What follows belongs to an exercise in optimizing a design on an open flow for small area, a short achievable clock period and few clock cycles per item; a production flow would make more cautious choices. In this exercise RTL edits were held to simulation tests only and were not proved equivalent to the original. Power is estimated from default activity; no workload was simulated.

--- flow/run.sh ---
#!/bin/bash
# synth_recipe.tcl (not shown) runs the flow's synth.tcl, then flattens the netlist and writes it again
# the make line also repeats each setting of config.mk as NAME=value (left out here)
make -C /OpenROAD-flow-scripts/flow DESIGN_CONFIG=/design/flow/config.mk WORK_HOME=/design/flow/orfs CLKGATE_MAP_FILE= SYNTH_SCRIPT=/design/flow/synth_recipe.tcl finish
--- flow/design.v ---
package orq_pkg;
	localparam int MAX_ROWS      = 16;
	localparam int MAX_ROW_BYTES = 32;
	localparam int ROW_W         = $clog2(MAX_ROWS);
	localparam int COL_W         = $clog2(MAX_ROW_BYTES);
	localparam int LEN_W         = COL_W;
	localparam int STORE_DEPTH   = MAX_ROWS * MAX_ROW_BYTES;
	localparam int STORE_AW      = $clog2(STORE_DEPTH);
	localparam int BYTE_W        = 8;
	localparam int ROWS_CFG_W    = 5;
	localparam int BYTES_CFG_W   = 6;
	localparam int OCC_W         = 5;
	localparam int APB_AW        = 3;
	localparam int APB_DW        = 32;
	localparam int REG_IDX_LSB   = 2;
	localparam logic [ROWS_CFG_W-1:0]  ROWS_RESET  = ROWS_CFG_W'(16);
	localparam logic [BYTES_CFG_W-1:0] BYTES_RESET = BYTES_CFG_W'(32);
	localparam logic ST_IDLE = 1'b0;
	localparam logic ST_DEQ  = 1'b1;
	localparam logic OP_ENQ = 1'b0;
	localparam logic OP_DEQ = 1'b1;
	localparam logic REG_ROWS      = 1'b0;
	localparam logic REG_ROW_BYTES = 1'b1;
endpackage
module orq_ram #(
	parameter int WIDTH = 8,
	parameter int DEPTH = 16
) (
	input  logic                     clk,
	input  logic                     we,
	input  logic [$clog2(DEPTH)-1:0] waddr,
	input  logic [WIDTH-1:0]         wdata,
	input  logic                     re,
	input  logic [$clog2(DEPTH)-1:0] raddr,
	output logic [WIDTH-1:0]         rdata
);
	logic [WIDTH-1:0] mem [DEPTH];
	logic [WIDTH-1:0] rdata_q;
	always_ff @(posedge clk) begin
		if (we) begin
			mem[waddr] <= wdata;
		end
		if (re) begin
			rdata_q <= mem[raddr];
		end
	end
	assign rdata = rdata_q;
endmodule
import orq_pkg::*;
module overwrite_ring_queue_of_strings_unit (
	input  logic                        clk,
	input  logic                        arst_n,
	input  logic                        psel,
	input  logic                        penable,
	input  logic                        pwrite,
	input  logic [orq_pkg::APB_AW-1:0]  paddr,
	input  logic [orq_pkg::APB_DW-1:0]  pwdata,
	output logic [orq_pkg::APB_DW-1:0]  prdata,
	output logic                        pready,
	input  logic                        req_valid,
	output logic                        req_ready,
	input  logic                        req_op,
	input  logic [orq_pkg::BYTE_W-1:0]  req_in_byte,
	input  logic                        req_has_byte,
	input  logic                        req_is_last,
	output logic                        rsp_valid,
	input  logic                        rsp_ready,
	output logic [orq_pkg::BYTE_W-1:0]  rsp_out_byte,
	output logic                        rsp_byte_valid,
	output logic                        rsp_out_last,
	output logic                        rsp_was_empty,
	output logic [orq_pkg::OCC_W-1:0]   rsp_occupancy
);
	function automatic logic [OCC_W-1:0] eff_rows(input logic [ROWS_CFG_W-1:0] cfg);
		logic [OCC_W-1:0] r;
		if (cfg == '0) begin
			r = OCC_W'(1);
		end else if (OCC_W'(cfg) > OCC_W'(MAX_ROWS)) begin
			r = OCC_W'(MAX_ROWS);
		end else begin
			r = OCC_W'(cfg);
		end
		eff_rows = r;
	endfunction
	function automatic logic [COL_W-1:0] eff_limit(input logic [BYTES_CFG_W-1:0] cfg);
		logic [BYTES_CFG_W-1:0] c;
		c = cfg;
		if (c < BYTES_CFG_W'(2)) begin
			c = BYTES_CFG_W'(2);
		end else if (c > BYTES_CFG_W'(MAX_ROW_BYTES)) begin
			c = BYTES_CFG_W'(MAX_ROW_BYTES);
		end
		eff_limit = COL_W'(c - BYTES_CFG_W'(1));
	endfunction
	function automatic logic [ROW_W-1:0] advance(input logic [ROW_W-1:0] idx,
		input logic [OCC_W-1:0] rows);
		logic [OCC_W:0] nxt;
		nxt = (OCC_W+1)'(idx) + (OCC_W+1)'(1);
		advance = (nxt >= (OCC_W+1)'(rows)) ? '0 : ROW_W'(nxt);
	endfunction
	function automatic logic [STORE_AW-1:0] row_addr(input logic [ROW_W-1:0] row,
		input logic [COL_W-1:0] col);
		row_addr = STORE_AW'(row) * STORE_AW'(MAX_ROW_BYTES) + STORE_AW'(col);
	endfunction
	logic [ROWS_CFG_W-1:0]  rows_cfg_q;
	logic [BYTES_CFG_W-1:0] bytes_cfg_q;
	logic                   reg_sel;
	logic                   state_q, state_d;
	logic [ROW_W-1:0]       head_q, head_d, tail_q, tail_d, rd_row_q, rd_row_d;
	logic [OCC_W-1:0]       occ_q, occ_d;
	logic [COL_W-1:0]       fill_q, fill_d, fill_new, k_q, k_d;
	logic                   out_valid_q;
	logic [BYTE_W-1:0]      out_byte_q, out_byte_d;
	logic                   byte_valid_q, byte_valid_d;
	logic                   out_last_q, out_last_d;
	logic                   was_empty_q, was_empty_d;
	logic [OCC_W-1:0]       occupancy_q, occupancy_d;
	logic                   load_out;
	logic [OCC_W-1:0]       rows;
	logic [COL_W-1:0]       limit;
	logic                   out_free;
	logic                   acc;
	logic                   last_byte;
	logic                   store_we, store_re;
	logic [STORE_AW-1:0]    store_waddr, store_raddr;
	logic [BYTE_W-1:0]      store_rdata;
	logic                   len_we, len_re;
	logic [LEN_W-1:0]       len_wdata, len_rdata;
	assign pready  = 1'b1;
	assign reg_sel = paddr[REG_IDX_LSB];
	always_comb begin
		unique case (reg_sel)
			REG_ROWS:      prdata = APB_DW'(rows_cfg_q);
			REG_ROW_BYTES: prdata = APB_DW'(bytes_cfg_q);
			default:       prdata = '0;
		endcase
	end
	always_ff @(posedge clk or negedge arst_n) begin
		if (!arst_n) begin
			rows_cfg_q  <= ROWS_RESET;
			bytes_cfg_q <= BYTES_RESET;
		end else if (psel && penable && pwrite) begin
			unique case (reg_sel)
				REG_ROWS:      rows_cfg_q  <= pwdata[ROWS_CFG_W-1:0];
				REG_ROW_BYTES: bytes_cfg_q <= pwdata[BYTES_CFG_W-1:0];
				default:       ;
			endcase
		end
	end
	orq_ram #(
		.WIDTH(BYTE_W),
		.DEPTH(STORE_DEPTH)
	) u_store (
		.clk   (clk),
		.we    (store_we),
		.waddr (store_waddr),
		.wdata (req_in_byte),
		.re    (store_re),
		.raddr (store_raddr),
		.rdata (store_rdata)
	);
	orq_ram #(
		.WIDTH(LEN_W),
		.DEPTH(MAX_ROWS)
	) u_len (
		.clk   (clk),
		.we    (len_we),
		.waddr (tail_q),
		.wdata (len_wdata),
		.re    (len_re),
		.raddr (head_q),
		.rdata (len_rdata)
	);
	assign rows        = eff_rows(rows_cfg_q);
	assign limit       = eff_limit(bytes_cfg_q);
	assign out_free    = !out_valid_q || rsp_ready;
	assign req_ready   = (state_q == ST_IDLE) && out_free;
	assign acc         = req_valid && req_ready;
	assign store_waddr = row_addr(tail_q, fill_q);
	assign last_byte   = ((COL_W+1)'(k_q) + (COL_W+1)'(1)) == (COL_W+1)'(len_rdata);
	always_comb begin
		state_d      = state_q;
		head_d       = head_q;
		tail_d       = tail_q;
		occ_d        = occ_q;
		fill_d       = fill_q;
		fill_new     = fill_q;
		rd_row_d     = rd_row_q;
		k_d          = k_q;
		store_we     = 1'b0;
		store_re     = 1'b0;
		store_raddr  = row_addr(head_q, '0);
		len_we       = 1'b0;
		len_re       = 1'b0;
		len_wdata    = '0;
		load_out     = 1'b0;
		out_byte_d   = out_byte_q;
		byte_valid_d = byte_valid_q;
		out_last_d   = out_last_q;
		was_empty_d  = was_empty_q;
		occupancy_d  = occupancy_q;
		unique case (state_q)
			ST_IDLE: begin
				if (acc) begin
					if (req_op == OP_ENQ) begin
						if (req_has_byte && fill_q < limit) begin
							store_we = 1'b1;
							fill_new = fill_q + COL_W'(1);
						end
						if (req_is_last) begin
							len_we    = 1'b1;
							len_wdata = (fill_new < limit) ? fill_new : limit;
							if (occ_q >= rows) begin
								head_d = advance(head_q, rows);
								occ_d  = rows;
							end else begin
								occ_d = occ_q + OCC_W'(1);
							end
							tail_d = advance(tail_q, rows);
							fill_d = '0;
						end else begin
							fill_d = fill_new;
						end
					end else if (occ_q == '0) begin
						load_out     = 1'b1;
						out_byte_d   = '0;
						byte_valid_d = 1'b0;
						out_last_d   = 1'b1;
						was_empty_d  = 1'b1;
						occupancy_d  = '0;
					end else begin
						store_re = 1'b1;
						len_re   = 1'b1;
						rd_row_d = head_q;
						k_d      = '0;
						occ_d    = occ_q - OCC_W'(1);
						head_d   = advance(head_q, rows);
						state_d  = ST_DEQ;
					end
				end
			end
			ST_DEQ: begin
				if (out_free) begin
					load_out    = 1'b1;
					was_empty_d = 1'b0;
					occupancy_d = occ_q;
					if (len_rdata == '0) begin
						out_byte_d   = '0;
						byte_valid_d = 1'b0;
						out_last_d   = 1'b1;
						state_d      = ST_IDLE;
					end else begin
						out_byte_d   = store_rdata;
						byte_valid_d = 1'b1;
						out_last_d   = last_byte;
						if (last_byte) begin
							state_d = ST_IDLE;
						end else begin
							k_d         = k_q + COL_W'(1);
							store_re    = 1'b1;
							store_raddr = row_addr(rd_row_q, k_q + COL_W'(1));
						end
					end
				end
			end
			default: state_d = ST_IDLE;
		endcase
	end
	always_ff @(posedge clk or negedge arst_n) begin
		if (!arst_n) begin
			state_q     <= ST_IDLE;
			head_q      <= '0;
			tail_q      <= '0;
			occ_q       <= '0;
			fill_q      <= '0;
			out_valid_q <= 1'b0;
		end else begin
			state_q <= state_d;
			head_q  <= head_d;
			tail_q  <= tail_d;
			occ_q   <= occ_d;
			fill_q  <= fill_d;
			if (load_out) begin
				out_valid_q <= 1'b1;
			end else if (rsp_ready) begin
				out_valid_q <= 1'b0;
			end
		end
	end
	always_ff @(posedge clk) begin
		rd_row_q     <= rd_row_d;
		k_q          <= k_d;
		out_byte_q   <= out_byte_d;
		byte_valid_q <= byte_valid_d;
		out_last_q   <= out_last_d;
		was_empty_q  <= was_empty_d;
		occupancy_q  <= occupancy_d;
	end
	assign rsp_valid      = out_valid_q;
	assign rsp_out_byte   = out_byte_q;
	assign rsp_byte_valid = byte_valid_q;
	assign rsp_out_last   = out_last_q;
	assign rsp_was_empty  = was_empty_q;
	assign rsp_occupancy  = occupancy_q;
endmodule
--- flow/constraint.sdc ---
create_clock -name core_clock -period 8.0 [get_ports {clk}]
set_input_delay 1.6000 -clock core_clock [delete_from_list [all_inputs] [get_ports {clk}]]
set_output_delay 1.6000 -clock core_clock [all_outputs]
set_load 0.01 [all_outputs]
--- flow/config.mk ---
export PLATFORM = sky130hd
export DESIGN_NAME = overwrite_ring_queue_of_strings_unit
export DESIGN_NICKNAME = overwrite_ring_queue_of_strings_unit
export VERILOG_FILES = /design/flow/design.v
export SDC_FILE = /design/flow/constraint.sdc
export NUM_CORES = 4
export LEC_CHECK = 0
export CAP_MARGIN = 20
export CELL_PAD_IN_SITES_DETAIL_PLACEMENT = 1
export CELL_PAD_IN_SITES_GLOBAL_PLACEMENT = 2
export CORE_MARGIN = 2
export CORE_UTILIZATION = 28
export PLACE_DENSITY = 0.4
export SLEW_MARGIN = 20
==> results by group <==
Job
  • Max cap viols: 0

Global routing
  • Largest net degree at the start of global routing: between 100 and 150
  • Vias in the first global route: 115950
  • First-pass GRT wire length: 1110 mm
  • Total gr overflow: 0
  • Initial antenna violation count: 150
  • GRT Total Usage: 0.264

Layout
  • Fin nets: approximately 12000
  • Layout cell share with drive strength beyond 1: 0.138
  • Finished Layout Cells: 20851
  • # fillers: 62703
  • Syn-to-layout area delta: 18.1%

Critical path
  • CP peak stage delay: roughly 1000 ps
  • Most numerous cell on the critical path: buf_4
  • CP Max Fanout: 34
  • Cell chain of the critical path: ha_2, xnor2_4, xnor2_1, o41a_4, inv_8, nor2_4, buf_4, a21oi_4, buf_4, buf_4, nand2_1, a31oi_1, a31o_2, nor4_1, nor4_2, buf_4, a31oi_1
  • CP required: 8790 ps
  • Critical Path End Type: flip-flop
  • Arrival @ worst endpoint: 8370 ps
  • Startpoint Class: flip-flop
  • Max stage delay cell, worst path: nor4_2
  • Critical path class: flip-flop to flip-flop

STA
  • Final Hold Viols: 0
  • RSZ-0062 raised after global routing: no
  • Final WS setup: 422 ps
  • Final min period: 7580 ps
  • Max Fclk: 132 MHz
  • Max-slew headroom: 0.170
  • Worst-Margin Slew: 1240 ps
  • Final setup TNS: 0 ps
  • Final Max Tran Viols: 0
  • Final Skew: 44.8 ps
  • Tcrit/Tclk final: 0.947
  • Final setup viols: 0

Clock network
  • Setup Fix Bufs, Post-CTS: 0
  • CTS tree: yes
  • Clock Sink Count: 4245
  • CTS buffer count: ~550
  • Worst-path clk slew: 60 ps
  • CTS Hold Buffers Added: 0
  • Clk Latency, worst-skew pair: ~1100 ps
  • Root buffer cell: clkbuf_16
  • Clock Tree Buf Depth: 4
  • H-tree Lvls: 6
  • Post_cts resized: 0

Logic synthesis
  • Register area share after synthesis: 0.740
  • Number of flops mapped to enable cells by yosys: 4214
  • Mapped Cells: ~12000
  • Ys async rst share: 0.00730
  • Mapped Area: roughly 170000 um^2
  • Primary FF master, synth: edfxtp_1
  • Synth unique cells: 96
  • Syn. warnings: 3
  • Syn_area_per_cell: 14.4 um^2
  • Synthesized flop and latch total: 4245

Power
  • LEAKAGE: 64.3 nW
  • Peak supply drop: 0.351 mV
  • Power Dens Cells: 408 nW/um^2
  • Final Total Pwr: 82.9 mW

Floorplan
  • Core footprint: between 600000 and 700000 um^2
  • DIE AREA: 621000 um^2
  • Die Height: 788 um
  • Initial core utilization: 0.281
  • FP Rows: 287
  • IO Pins: 104
  • Die width: 788 um

Detailed routing
  • Drt first pass iters: 5
  • Wire per inst: 40.4 um
  • Antenna Nets Post-Route: 0
  • Via count: 113219
  • Vias per Instance: approximately 5.4
  • DRT Wirelength: 842 mm
  • Starting DRT DRC Count: 11053
  • DRC: 0

Placed design
  • PortBufs: 48
  • Placer Congestion: 0.789
  • Inst Count DP: approximately 20000
  • Pre-CTS setup slack: 271 ps
  • Hpwl dp: between 500 and 600 mm

Run status
  • Status: complete, no violations

Worst hold path
  • Min-delay worst type: flip-flop to flip-flop
cell type report:
class | instances | area (um^2) | share of cell area
sequential | 4245 | 127000 | 0.627
multi-input combinational | 6663 | 41100 | 0.203
clock buffer | 712 | 14600 | 0.0721
tap | 8092 | 10100 | 0.0499
timing repair buffer | 797 | 7780 | 0.0383
clock inverter | 245 | 1770 | 0.00871
antenna | 66 | 165 | 0.000813
inverter | 31 | 131 | 0.000647
critical path, delay by kind of cell, from the launching register on:
family / cells / cell delay [ps]
AOI/OAI and AO/OA: 5 / 2230
xor gates and xnor gates: 2 / 1150
adders and majority gates: 1 / 310
buffers and inverters: 5 / 1680
DFF: 1 / 450
and+or+nand+nor: 4 / 1320
final timing paths:
| check | from | end | slack (ps) | cells after the start |
|---|---|---|---|---|
| worst max-delay path | k_q[0]$_SDFFCE_PN0P_ | u_store.rdata_q[0]$_DFFE_PP_ | 420 | 17 |
| worst min-delay path | rows_cfg_q[0]$_DFFE_PN0P_ | rows_cfg_q[0]$_DFFE_PN0P_ | 550 | 1 |
| worst max register to register | k_q[0]$_SDFFCE_PN0P_ | u_store.rdata_q[0]$_DFFE_PP_ | 420 | 17 |
| worst min register to register | rows_cfg_q[0]$_DFFE_PN0P_ | rows_cfg_q[0]$_DFFE_PN0P_ | 550 | 1 |
| max in group asynchronous | arst_n | head_q[0]$_DFFE_PN0P_ | 6780 | 1 |
| min in group asynchronous | arst_n | tail_q[2]$_DFFE_PN0P_ | 620 | 1 |
synthesized netlist by cell type (all sizes together) (135+ instances only):
cell    instances  share of area
a21oi         656          0.019
a221oi        135         0.0069
a31oi         145         0.0053
buf           415          0.013
clkbuf        575          0.013
edfxtp       4214           0.74
mux2i         407          0.024
nand2        1182          0.026
nand2b        157         0.0057
nand3         395          0.012
nor2          832          0.018
nor3          231         0.0069
o211ai        290          0.013
o21ai         422          0.012
o311ai        147         0.0075
or3           266         0.0097
through the flow:
| step | instance area [um^2] | util | hold WS, ps |
|---|---|---|---|
| 6_report | 203000 | 0.332 | 553 |
| 5_1_grt | 203000 | 0.332 | 578 |
| 4_1_cts | 203000 | 0.332 | 552 |
| 3_5_place_dp | 186000 | 0.305 | 541 |
| 3_3_place_gp | 186000 | 0.304 | 539 |
| 2_1_floorplan | 172000 | - | 423 |
cells in the final DEF, fill, tap and decap left out, types with 28 or more instances in the layout:
cell type	netlist	layout
a2111oi_0	73	71
a211o_1	32	32
a211oi_1	98	97
a21oi_1	656	653
a221o_1	89	89
a221oi_1	134	134
a311oi_1	29	29
a31oi_1	145	142
a32oi_1	37	37
and3_1	95	91
buf_12	0	127
buf_4	71	615
clkbuf_1	573	148
clkbuf_16	0	562
clkdlybuf4s50_1	0	39
clkinv_1	2	120
clkinv_2	0	69
dfrtp_1	29	28
diode_2	0	66
edfxtp_1	4214	4214
ha_1	33	32
mux2_2	100	100
mux2i_1	406	403
nand2_1	1178	1165
nand2b_1	157	156
nand3_1	394	380
nand4_1	108	108
nor2_1	832	796
nor3_1	226	210
nor4_1	42	38
o211ai_1	290	290
o21ai_0	415	411
o221ai_1	110	110
o22ai_1	70	70
o311a_1	30	30
o311ai_0	145	145
o31ai_1	57	56
or3_1	266	261
registers in the layout (all words and copies together) (netlist names), 4 cells and up:
| register | cells |
|---|---|
| u_store.mem | 4096 |
| u_len.mem | 80 |
| out_byte_q | 8 |
| u_store.rdata_q | 8 |
| bytes_cfg_q | 6 |
| fill_q | 5 |
| k_q | 5 |
| occ_q | 5 |
| occupancy_q | 5 |
| rows_cfg_q | 5 |
| u_len.rdata_q | 5 |
| head_q | 4 |
| rd_row_q | 4 |
| tail_q | 4 |
where the power goes:
part / switching [mW] / internal, mW
logic: 26.0 / 8.73
clock network: 9.93 / 13.4
registers: 0.267 / 24.6
metal layers:
metal,track usage,up-vias,share of wire,routed length (um)
met5,0,-,0.000044,37
met4,0.0599,6,0.023,19700
met3,0.0320,807,0.049,41500
met2,0.442,3495,0.48,405000
met1,0.366,61459,0.45,376000
li1,-,47452,-,-
logic make-up (layout without fill, tap and decap cells):
group	count (synthesis)	after routing	synth area share
flip-flops	4245	4245	0.740
AND/OR/NAND/NOR	3428	3428	0.0915
AO/OA/AOI/OAI	2616	2616	0.104
buffers and inverters	1021	1785	0.0260
multiplexers	535	535	0.0338
adder cells (fa/ha/maj)	33	33	0.00240
XOR/XNOR	24	24	0.00138
other	2	93	0.0000437
Testbench counts, summed over its fixed seeds: cycles 47,865, items 28,834.

separate check: timing with driven ports:
No port has a modelled driver above. Below, the same layout with a new extraction and two added sets of constraints. Step 1 (the two cells are an assumption about what drives the block):
set clk [get_ports {clk}]
set_driving_cell -lib_cell sky130_fd_sc_hd__clkbuf_16 $clk
set_driving_cell -lib_cell sky130_fd_sc_hd__buf_2 [delete_from_list [all_inputs] $clk]
Step 2 adds t to the input delays and takes it off the output delays; t is the mean of the earliest and latest rising clock arrival at the registers after step 1. Input paths then give back, and output paths get back, about the clock's delay inside the block. Slacks: no drivers / after step 1 / after step 2; pairs: no drivers / after step 1.
t (ns): 1.227
setup slack, ns: 0.422 / 0.422 / 0.144
hold slack, ns: 0.553 / 0.499 / 0.553
clock arrival spread, ns: 0.046 / 0.046
After both steps this run still meets setup and hold. For this run, drivers alone change the setup slack by 0.000 ns; drivers and shift together by -0.278 ns.
